This is an optimization exercise on Yosys and OpenROAD, whose aim is small area and a short achievable clock period, not a production implementation. In this exercise RTL edits were held to simulation tests only and were not proved equivalent to the original. Power figures rest on the tool's default switching activity, not on a simulated workload.

## config.mk

```make
export PLATFORM = sky130hd
export DESIGN_NAME = sdramController
export DESIGN_NICKNAME = sdramController
export VERILOG_FILES = /design/flow/design.v
export SDC_FILE = /design/flow/constraint.sdc
export NUM_CORES = 4
export LEC_CHECK = 0
export CAP_MARGIN = 20
export CORE_MARGIN = 2
export CORE_UTILIZATION = 45
export PLACE_DENSITY = 0.6
export SETUP_SLACK_MARGIN = 0.3
export SLEW_MARGIN = 20
export SYNTH_MEMORY_MAX_BITS = 16384
```

## constraint.sdc

```tcl
create_clock -name core_clock -period 4.5 [get_ports {clock}]
set_input_delay 0.9000 -clock core_clock [delete_from_list [all_inputs] [get_ports {clock}]]
set_output_delay 0.9000 -clock core_clock [all_outputs]
set_load 0.01 [all_outputs]
```

## design.v

```verilog
package sdramPkg;
  typedef union packed {
    logic [31:0] raw;
    struct packed {
      logic [6:0]  region;
      logic [1:0]  bank;
      logic [12:0] row;
      logic [7:0]  column;    
      logic [1:0]  byteSel;
    } fields;
  } busAddress_t;
  typedef enum logic [4:0] {
    stReset, stPowerWait,
    stInitPrecharge, stInitPrechargeWait,
    stInitRefresh1, stInitRefresh1Wait,
    stInitRefresh2, stInitRefresh2Wait,
    stModeLoad, stModeLoadWait,
    stIdle, stRefresh, stRefreshWait,
    stActivate, stActivateWait,
    stWriteLo, stWriteHi, stWriteRecover,
    stReadCmd, stReadBurst, stBurstStop,
    stClose, stCloseWait
  } seqState_t;
  localparam logic [3:0] cmdNop       = 4'b0111;
  localparam logic [3:0] cmdPrecharge = 4'b0010;
  localparam logic [3:0] cmdRefresh   = 4'b0001;
  localparam logic [3:0] cmdModeReg   = 4'b0000;
  localparam logic [3:0] cmdActivate  = 4'b0011;
  localparam logic [3:0] cmdRead      = 4'b0101;
  localparam logic [3:0] cmdWrite     = 4'b0100;
  localparam logic [3:0] cmdBurstStop = 4'b0110;
  localparam logic [12:0] modeRegValue = 13'b0_0010_0010_0111;
  localparam int casLatency = 2;
  localparam logic [12:0] prechargeAllA10 = 13'h0400;
  localparam int readFifoDepthLog2 = 8;    
endpackage
module busFrontEnd #(
  parameter logic [31:0] baseAddress = 32'h0000_0000
) (
  input  logic                  clock,
  input  logic                  reset,
  input  logic                  beginTransactionIn,
  input  logic                  endTransactionIn,
  input  logic                  readNotWriteIn,
  input  logic                  dataValidIn,
  input  logic [31:0]           addressDataIn,
  input  logic [3:0]            byteEnablesIn,
  input  logic [7:0]            burstSizeIn,
  input  logic                  accepted,
  input  logic                  writeDone,
  output logic                  mine,
  output logic                  readRequest,
  output logic                  writeRequest,
  output sdramPkg::busAddress_t address,
  output logic [7:0]            burstSize,
  output logic [3:0]            byteEnables,
  output logic [31:0]           writeData,
  output logic                  busyOut
);
  logic transactionActive;
  logic readNotWrite;
  logic beginSeen;    
  logic writeBusy;
  assign mine    = transactionActive && (address.raw[31:25] == baseAddress[31:25]);
  assign busyOut = mine && writeBusy;
  always_ff @(posedge clock)
  begin
    if (beginTransactionIn)
    begin
      address.raw  <= addressDataIn;
      readNotWrite <= readNotWriteIn;
      byteEnables  <= byteEnablesIn;
      burstSize    <= burstSizeIn;
    end
    if (dataValidIn && writeBusy)
      writeData <= addressDataIn;    
  end
  always_ff @(posedge clock)
  begin
    if (reset)
    begin
      transactionActive <= 1'b0;
      beginSeen         <= 1'b0;
      writeBusy         <= 1'b0;
      readRequest       <= 1'b0;
      writeRequest      <= 1'b0;
    end
    else
    begin
      beginSeen <= beginTransactionIn;
      if (beginTransactionIn)
        transactionActive <= 1'b1;
      else if (endTransactionIn)
        transactionActive <= 1'b0;
      if (beginTransactionIn)
        writeBusy <= ~readNotWriteIn;
      else if (writeDone)
        writeBusy <= 1'b0;
      if (accepted)
        readRequest <= 1'b0;
      else if (beginSeen && mine && readNotWrite)
        readRequest <= 1'b1;
      if (accepted)
        writeRequest <= 1'b0;
      else if (dataValidIn && mine && writeBusy)
        writeRequest <= 1'b1;
    end
  end
endmodule
module initRefreshTimer #(
  parameter int systemClockInHz = 10000000
) (
  input  logic clock,
  input  logic reset,
  input  logic startPowerWait,
  input  logic startRefresh,
  output logic waitDone,
  output logic refreshDue
);
  localparam int powerWaitCycles     = systemClockInHz / 10000;               
  localparam int refreshWaitCycles   = (systemClockInHz / 1000000) * 70 / 1000 + 1;
  localparam int refreshPeriodCycles = (systemClockInHz / 1000) * 78 / 10000;  
  localparam logic [19:0] powerWaitLoad   = 20'(powerWaitCycles - 1);
  localparam logic [19:0] refreshWaitLoad = 20'(refreshWaitCycles - 1);
  localparam logic [19:0] refreshPeriodLoad = 20'(refreshPeriodCycles - 2);
  logic [19:0] waitCount;
  logic        waitRunning;
  logic [19:0] periodCount;
  assign waitDone   = waitRunning && (waitCount == 20'd0);
  assign refreshDue = (periodCount == 20'd0);
  always_ff @(posedge clock)
  begin
    if (reset)
    begin
      waitRunning <= 1'b0;
      waitCount   <= 20'd0;
      periodCount <= refreshPeriodLoad;
    end
    else
    begin
      if (startPowerWait)
      begin
        waitRunning <= 1'b1;
        waitCount   <= powerWaitLoad;
      end
      else if (startRefresh)
      begin
        waitRunning <= 1'b1;
        waitCount   <= refreshWaitLoad;
      end
      else if (waitDone)
        waitRunning <= 1'b0;
      else if (waitRunning)
        waitCount <= waitCount - 20'd1;
      if (startRefresh)
        periodCount <= refreshPeriodLoad;
      else if (!refreshDue)
        periodCount <= periodCount - 20'd1;    
    end
  end
endmodule
module commandSequencer (
  input  logic                  clock,
  input  logic                  reset,
  input  logic                  waitDone,
  input  logic                  refreshDue,
  input  logic                  readRequest,
  input  logic                  writeRequest,
  input  sdramPkg::busAddress_t address,
  input  logic [7:0]            burstSize,
  input  logic [3:0]            byteEnables,
  input  logic [31:0]           writeData,
  input  logic                  fifoFull,
  output logic                  startPowerWait,
  output logic                  startRefresh,
  output logic                  accepted,
  output logic                  writeDone,
  output logic                  sdramInitBusy,
  output logic                  readCapture,
  output logic                  readFinished,
  output logic                  sdramCke,
  output logic                  sdramCsN,
  output logic                  sdramRasN,
  output logic                  sdramCasN,
  output logic                  sdramWeN,
  output logic [12:0]           sdramAddr,
  output logic [1:0]            sdramBa,
  output logic [1:0]            sdramDqmN,
  output logic [15:0]           sdramDataOut,
  output logic                  sdramDataDriven
);
  sdramPkg::seqState_t             state;
  sdramPkg::seqState_t             nextState;
  logic                  opWrite;
  logic [8:0]            halfCount;    
  logic [sdramPkg::casLatency-1:0] captureDelay;
  logic                  captureLast;
  logic [3:0]            cmd;
  logic [12:0]           addrNext;
  logic [1:0]            dqmNext;
  assign startPowerWait = (state == sdramPkg::stReset);
  assign startRefresh   = (state == sdramPkg::stInitRefresh1) || (state == sdramPkg::stInitRefresh2) ||
                          (state == sdramPkg::stRefresh);
  assign accepted       = (state == sdramPkg::stActivate);
  assign readCapture    = captureDelay[sdramPkg::casLatency-1];
  assign readFinished   = captureLast && !readCapture;
  always_comb
  begin
    nextState = state;
    case (state)
      sdramPkg::stReset:             nextState = sdramPkg::stPowerWait;
      sdramPkg::stPowerWait:         nextState = waitDone ? sdramPkg::stInitPrecharge : state;
      sdramPkg::stInitPrecharge:     nextState = sdramPkg::stInitPrechargeWait;
      sdramPkg::stInitPrechargeWait: nextState = sdramPkg::stInitRefresh1;
      sdramPkg::stInitRefresh1:      nextState = sdramPkg::stInitRefresh1Wait;
      sdramPkg::stInitRefresh1Wait:  nextState = waitDone ? sdramPkg::stInitRefresh2 : state;
      sdramPkg::stInitRefresh2:      nextState = sdramPkg::stInitRefresh2Wait;
      sdramPkg::stInitRefresh2Wait:  nextState = waitDone ? sdramPkg::stModeLoad : state;
      sdramPkg::stModeLoad:          nextState = sdramPkg::stModeLoadWait;
      sdramPkg::stModeLoadWait:      nextState = sdramPkg::stIdle;
      sdramPkg::stIdle:
      begin
        if (refreshDue)
          nextState = sdramPkg::stRefresh;
        else if (writeRequest || (readRequest && !fifoFull))
          nextState = sdramPkg::stActivate;
      end
      sdramPkg::stRefresh:           nextState = sdramPkg::stRefreshWait;
      sdramPkg::stRefreshWait:       nextState = waitDone ? sdramPkg::stIdle : state;
      sdramPkg::stActivate:          nextState = sdramPkg::stActivateWait;    
      sdramPkg::stActivateWait:
      begin
        if (!opWrite)
          nextState = sdramPkg::stReadCmd;
        else if (byteEnables[1:0] != 2'b00)
          nextState = sdramPkg::stWriteLo;
        else if (byteEnables[3:2] != 2'b00)
          nextState = sdramPkg::stWriteHi;
        else
          nextState = sdramPkg::stWriteRecover;
      end
      sdramPkg::stWriteLo:      nextState = (byteEnables[3:2] != 2'b00) ? sdramPkg::stWriteHi : sdramPkg::stWriteRecover;
      sdramPkg::stWriteHi:      nextState = sdramPkg::stWriteRecover;
      sdramPkg::stWriteRecover: nextState = sdramPkg::stClose;
      sdramPkg::stReadCmd:      nextState = sdramPkg::stReadBurst;
      sdramPkg::stReadBurst:    nextState = (halfCount == 9'd0) ? sdramPkg::stBurstStop : state;
      sdramPkg::stBurstStop:    nextState = sdramPkg::stClose;
      sdramPkg::stClose:        nextState = sdramPkg::stCloseWait;
      default:        nextState = sdramPkg::stIdle;
    endcase
  end
  always_comb
  begin
    cmd      = sdramPkg::cmdNop;
    addrNext = {4'b0000, address.fields.column, 1'b0};
    dqmNext  = 2'b00;
    case (state)
      sdramPkg::stInitPrecharge, sdramPkg::stClose:
      begin
        cmd      = sdramPkg::cmdPrecharge;
        addrNext = sdramPkg::prechargeAllA10;
      end
      sdramPkg::stInitRefresh1, sdramPkg::stInitRefresh2, sdramPkg::stRefresh:
        cmd = sdramPkg::cmdRefresh;
      sdramPkg::stModeLoad:
      begin
        cmd      = sdramPkg::cmdModeReg;
        addrNext = sdramPkg::modeRegValue;
      end
      sdramPkg::stActivate:
      begin
        cmd      = sdramPkg::cmdActivate;
        addrNext = address.fields.row;
      end
      sdramPkg::stWriteLo:
      begin
        cmd     = sdramPkg::cmdWrite;
        dqmNext = ~byteEnables[1:0];
      end
      sdramPkg::stWriteHi:
      begin
        cmd      = sdramPkg::cmdWrite;
        addrNext = {4'b0000, address.fields.column, 1'b1};
        dqmNext  = ~byteEnables[3:2];
      end
      sdramPkg::stReadCmd:   cmd = sdramPkg::cmdRead;
      sdramPkg::stBurstStop: cmd = sdramPkg::cmdBurstStop;
      default:     cmd = sdramPkg::cmdNop;
    endcase
  end
  always_ff @(posedge clock)
  begin
    if (reset)
    begin
      state           <= sdramPkg::stReset;
      opWrite         <= 1'b0;
      halfCount       <= 9'd0;
      captureDelay    <= '0;
      captureLast     <= 1'b0;
      writeDone       <= 1'b0;
      sdramInitBusy   <= 1'b1;
      sdramCke        <= 1'b0;
      {sdramCsN, sdramRasN, sdramCasN, sdramWeN} <= sdramPkg::cmdNop;
      sdramDataDriven <= 1'b0;
    end
    else
    begin
      state <= nextState;
      if (state == sdramPkg::stIdle)
        opWrite <= writeRequest;
      if (state == sdramPkg::stReadCmd)
        halfCount <= {burstSize, 1'b1};
      else if (state == sdramPkg::stReadBurst)
        halfCount <= halfCount - 9'd1;
      captureDelay <= {captureDelay[sdramPkg::casLatency-2:0], state == sdramPkg::stReadBurst};
      captureLast  <= readCapture;
      writeDone    <= (state == sdramPkg::stCloseWait) && opWrite;
      if (state == sdramPkg::stModeLoadWait)
        sdramInitBusy <= 1'b0;
      sdramCke <= 1'b1;
      {sdramCsN, sdramRasN, sdramCasN, sdramWeN} <= cmd;
      sdramDataDriven <= (state == sdramPkg::stWriteLo) || (state == sdramPkg::stWriteHi);
    end
  end
  always_ff @(posedge clock)
  begin
    sdramAddr    <= addrNext;
    sdramBa      <= (state == sdramPkg::stModeLoad) ? 2'b00 : address.fields.bank;
    sdramDqmN    <= dqmNext;
    sdramDataOut <= (state == sdramPkg::stWriteHi) ? writeData[31:16] : writeData[15:0];
  end
endmodule
module readBuffer (
  input  logic        clock,
  input  logic        reset,
  input  logic [15:0] sdramDataIn,
  input  logic        readCapture,
  input  logic        readFinished,
  input  logic        busyIn,
  input  logic        mine,
  output logic        dataValidOut,
  output logic [31:0] addressDataOut,
  output logic        endTransactionOut,
  output logic        fifoFull
);
  localparam int depth = 2 ** sdramPkg::readFifoDepthLog2;
  logic [31:0]                  fifoMem [depth];
  logic [sdramPkg::readFifoDepthLog2-1:0] writePtr;
  logic [sdramPkg::readFifoDepthLog2-1:0] readPtr;
  logic [sdramPkg::readFifoDepthLog2:0]   fillCount;
  logic [15:0]                  lowHalf;
  logic                         highNext;    
  logic                         minePrev;
  logic                         endPending;
  logic                         fifoClear;
  logic                         fifoEmpty;
  logic                         push;
  logic                         pop;
  logic                         drained;
  assign fifoClear = minePrev && !mine;
  assign fifoEmpty = (fillCount == '0);
  assign fifoFull  = fillCount[sdramPkg::readFifoDepthLog2];
  assign push      = readCapture && highNext;
  assign pop       = !busyIn && !fifoEmpty;
  assign drained   = endPending && fifoEmpty && !dataValidOut;
  always_ff @(posedge clock)
  begin
    if (push)
      fifoMem[writePtr] <= {sdramDataIn, lowHalf};
    if (readCapture && !highNext)
      lowHalf <= sdramDataIn;
    if (fifoClear)
      addressDataOut <= 32'h0000_0000;
    else if (!busyIn)
      addressDataOut <= pop ? fifoMem[readPtr] : 32'h0000_0000;    
  end
  always_ff @(posedge clock)
  begin
    if (reset || fifoClear)
    begin
      writePtr          <= '0;
      readPtr           <= '0;
      fillCount         <= '0;
      highNext          <= 1'b0;
      endPending        <= 1'b0;
      dataValidOut      <= 1'b0;
      endTransactionOut <= 1'b0;
    end
    else
    begin
      if (readCapture)
        highNext <= !highNext;
      if (push)
        writePtr <= writePtr + 1'b1;
      if (pop)
        readPtr <= readPtr + 1'b1;
      case ({push, pop})
        2'b10:   fillCount <= fillCount + 1'b1;
        2'b01:   fillCount <= fillCount - 1'b1;
        default: fillCount <= fillCount;
      endcase
      if (!busyIn)
        dataValidOut <= !fifoEmpty;
      endTransactionOut <= drained;
      if (readFinished)
        endPending <= 1'b1;
      else if (drained)
        endPending <= 1'b0;
    end
  end
  always_ff @(posedge clock)
  begin
    if (reset)
      minePrev <= 1'b0;
    else
      minePrev <= mine;
  end
endmodule
module sdramController #(
  parameter int          systemClockInHz = 10000000,
  parameter logic [31:0] baseAddress     = 32'h0000_0000
) (
  input  logic        clock,
  input  logic        reset,
  output logic        sdramInitBusy,
  input  logic        beginTransactionIn,
  input  logic        endTransactionIn,
  input  logic        readNotWriteIn,
  input  logic        dataValidIn,
  input  logic        busyIn,
  input  logic [31:0] addressDataIn,
  input  logic [3:0]  byteEnablesIn,
  input  logic [7:0]  burstSizeIn,
  output logic        endTransactionOut,
  output logic        dataValidOut,
  output logic        busyOut,
  output logic [31:0] addressDataOut,
  output logic        sdramCke,
  output logic        sdramCsN,
  output logic        sdramRasN,
  output logic        sdramCasN,
  output logic        sdramWeN,
  output logic [1:0]  sdramDqmN,
  output logic [12:0] sdramAddr,
  output logic [1:0]  sdramBa,
  output logic [15:0] sdramDataOut,
  output logic        sdramDataDriven,
  input  logic [15:0] sdramDataIn
);
  sdramPkg::busAddress_t address;
  logic        mine;
  logic        readRequest;
  logic        writeRequest;
  logic [7:0]  burstSize;
  logic [3:0]  byteEnables;
  logic [31:0] writeData;
  logic        accepted;
  logic        writeDone;
  logic        startPowerWait;
  logic        startRefresh;
  logic        waitDone;
  logic        refreshDue;
  logic        readCapture;
  logic        readFinished;
  logic        fifoFull;
  busFrontEnd #(.baseAddress(baseAddress)) frontEnd (.*);
  initRefreshTimer #(.systemClockInHz(systemClockInHz)) timer (.*);
  commandSequencer sequencer (.*);
  readBuffer buffer (.*);
endmodule
```

## run.sh

```bash
#!/bin/bash
# synth_recipe.tcl (not shown) runs the flow's synth.tcl, then flattens the netlist and writes it again
# the make line also repeats each setting of config.mk as NAME=value (left out here)
make -C /OpenROAD-flow-scripts/flow DESIGN_CONFIG=/design/flow/config.mk WORK_HOME=/design/flow/orfs CLKGATE_MAP_FILE= SYNTH_SCRIPT=/design/flow/synth_recipe.tcl finish
```

==> impl_metrics.yaml <==
run_status:
  status: "complete, no violations"
cts:
  postCtsHoldBufs: 0
  clkTransAtPathRegs_ns: 0.06
  clockBufferDepth: 4
  cts_sinks: 8457
  cts_tree: "built"
  clkLatencyLatePin_ns: 1.29
  cts_max_level: 6
  ctsRootBufferMaster: "clkbuf_16"
  numCtsBuffers: 838
layout:
  most-common-layout-cells: "8283 x edfxtp_1, 2209 x mux4_2, 846 x clkbuf_16, 808 x buf_4, 385 x mux2i_1"
  multi_input_area_um2: 68800
  utilization_pct: 51.9
  mostFrequentLayoutCell: "edfxtp_1"
  drive_gt1_share_pct: 30.1
  register_area_um2: 252000
  fillers: 55000
  layout.cell_area.non_filler_um2: 372000
  nNetsFinal: 15300
  syn_to_final_growth_pct: 15.0
floorplan:
  start_util_pct: 45.1
  die_h_um: 851
  placementRows: 311
  die_w_um: 851
  ios: 142
  core-area_um2: 716000
  die-area_um2: 725000
timing:
  slew_viol_final: 0
  rsz0062_at_grt: "yes"
  fmax_ghz: 0.234
  post-route-min-period_ns: 4.27
  final_hold_viol_count: 0
  final-setup-viol-count: 0
  tns_ns: 0
  fin_skew_ns: 0.126
  tightest_slew_ns: 1.33
  post-route-period-util_pct: 94.8
  hold_slack_ns: 0.0868
  max_slew_margin_pct: 11.3
grt:
  grt_use_total_pct: 25.8
  grt_pass1_vias: 157000
  antenna_found_initial: 84
  grt_first_pass_wirelength_mm: 1300
  overflow: 0
  grt_max_degree: 192
place:
  gp_congestion: 0.943
  hpwl_mm: 572
  numPortBuffers: 140
  placed_area_um2: 345000
logic_synthesis:
  ys.flop_type: "edfxtp_1"
  synthArstFlopShare_pct: 0
  yosys.area.top_type: "edfxtp_1"
  avgSynthCellArea_um2: 23.0
  synth_area_leaders: "edfxtp_1 77%, mux4_2 15%, mux2i_1 1.2%"
  syn-num-nets: 14100
  synth_edf_count: 8283
  yosysWarnings: 4
  synth.distinct_cells: 81
  ys_seq_area_share_pct: 78.0
  yosys_register_bits: 8457
  syn_area_um2: 323000
  netlist.area_leader.share_pct: 77.0
  synthCells: 14000
worst_setup_path:
  critPathKind: "register to register"
  critPathMaxStageDelay_ns: 0.83
  start_kind: "register"
  cp-end-kind: "register"
  cp_slowest_cell: "a21oi_1"
  crit_path_frequent_cell: "buf_12"
  path_cells: "buf_12 > buf_4 > buf_12 > buf_12 > mux4_2 > mux4_2 > a21oi_1 > nand2_1 > a32o_1"
  cp.arrival_ns: 5.39
  crit_buf_inv: 4
  worst-path-max-fanout: 37
  path_delay_family: "multiplexers"
  worstPathRequired_ns: 5.63
worst_hold_path:
  hp-class: "input port to register"
run:
  cap_viol_max_count: 0
drt:
  drt-total-wl_mm: 949
  drtIter0Drc: 25500
  detail_route.wl_per_cell_um: 37.2
  drcViolationCount: 0
  num_vias: 160000
  vias_per_cell: 6.28
  drt-pass1-iter-count: 8
  ant_nets: 0
pwr:
  powerDensity_nw_per_um2: 420
  p_leak_uw: 0.112
  ir_worst_vdd_mv: 0.461
cells in the mapped netlist, drive strengths merged, types with 11 or more instances:
library cell	count
edfxtp	8283
mux4	2209
buf	531
nor2	417
mux2i	385
nand2	337
clkbuf	254
dfxtp	174
a21oi	154
a22oi	122
o21ai	102
o22ai	90
a211oi	87
nand3	75
nor2b	75
nor3	69
a221oi	47
a22o	46
mux2	44
a31oi	36
xnor2	34
a32oi	33
nand2b	33
nor4	33
o221ai	30
o211ai	27
and2	25
xor2	25
nand4	23
inv	22
a32o	16
o2111ai	16
or3	15
ha	13
or2	13
o31ai	11
o32ai	11
flip-flops by register name, indices dropped and copies added (netlist names), 4 cells and up, named ones only:
name,cells
frontEnd.burstSize,8
buffer.readPtr,8
sequencer.state,5
buffer.writePtr,8
sequencer.sdramDataOut,16
buffer.lowHalf,16
frontEnd.byteEnables,4
timer.waitCount,20
frontEnd.writeData,32
buffer.fillCount,9
frontEnd.address,30
sequencer.sdramAddr,13
timer.periodCount,20
buffer.addressDataOut,32
buffer.fifoMem,8192
sequencer.halfCount,9
per-layer routing:
layer	up-vias	global-route usage, %	share of wire (%)
met3	1520	5.89	11
met2	9023	39.6	46
met5	-	0	0.0065
met1	87300	36.7	39
met4	10	9.33	4.2
li1	62400	-	-
final cells by class:
cell class / count / share of cell area, %
Clock inverter: 450 / 1.11
Timing Repair Buffer: 1179 / 3.28
Multi-Input combinational cell: 4758 / 18.5
Inverter: 23 / 0.0273
Sequential cell: 8457 / 67.9
Antenna cell: 38 / 0.0256
Clock buffer: 1082 / 5.98
Tap cell: 9546 / 3.21
metrics by stage:
stage / total power, uW / setup WS (ns) / instances
floorplan: 88700 / 0.454 / 14000
global placement: 90000 / -0.441 / 23900
detailed placement: 90000 / -0.287 / 23900
CTS: 157000 / 0.258 / 25500
global route: 160000 / 0.224 / 25500
finish: 156000 / 0.234 / 25500
cell families after synthesis:
| group | Yosys count | synth area share (%) |
|---|---|---|
| other cells | 1 | 0.00116 |
| compound gates | 901 | 1.97 |
| fa+ha+maj | 13 | 0.0503 |
| flops | 8457 | 78.0 |
| mux | 2638 | 16.7 |
| xor+xnor | 59 | 0.160 |
| buf+inv | 808 | 1.43 |
| simple gates | 1146 | 1.59 |
what timing repair did:
action,CTS,global route
gates resized for setup,6,6
pin swaps,0,3
buffers inserted,15,0
endpoints found under the setup margin,22,5
path summary, 6_finish.rpt:
path / start / endpoint / slack (ns) / cells after the start
hold / removal: sdramDataIn[15] / buffer.fifoMem[123][31] / 0.09 / 1
hold reg to reg: frontEnd.address[21] / sequencer.sdramAddr[11] / 0.44 / 1
setup / recovery: register / buffer.addressDataOut[5] / 0.23 / 9
setup reg to reg: register / buffer.addressDataOut[5] / 0.23 / 9
where the power goes:
part / internal, uW / switching [uW]
Sequential: 86100 / 203
Combinational: 588 / 1470
Clock: 37700 / 30200

what the ideal ports hide:
The results above use ideal ports. As a check the final layout listed here was re-extracted and re-timed, cells and wires unchanged. Step 1 sets driving cells, clkbuf_16 on the clock port and buf_2 on the other inputs (assumed; they add their load-dependent delay and slew). Step 2 times the ports against the registers' clock, not the clock port: input delays grow and output delays shrink by t, the midpoint of the rising clock arrivals with the driver on. Slacks: no drivers / after step 1 / after step 2; pairs: no drivers / after step 1.
shift t [ns]: 1.341
setup slack, ns: 0.234 / 0.234 / 0.093
hold slack, ns: 0.087 / 0.019 / 0.437
clock arrival spread, ns: 0.146 / 0.146
After both steps this run still meets setup and hold. For this run, drivers alone change the setup slack by 0.000 ns; drivers and shift together by -0.141 ns.
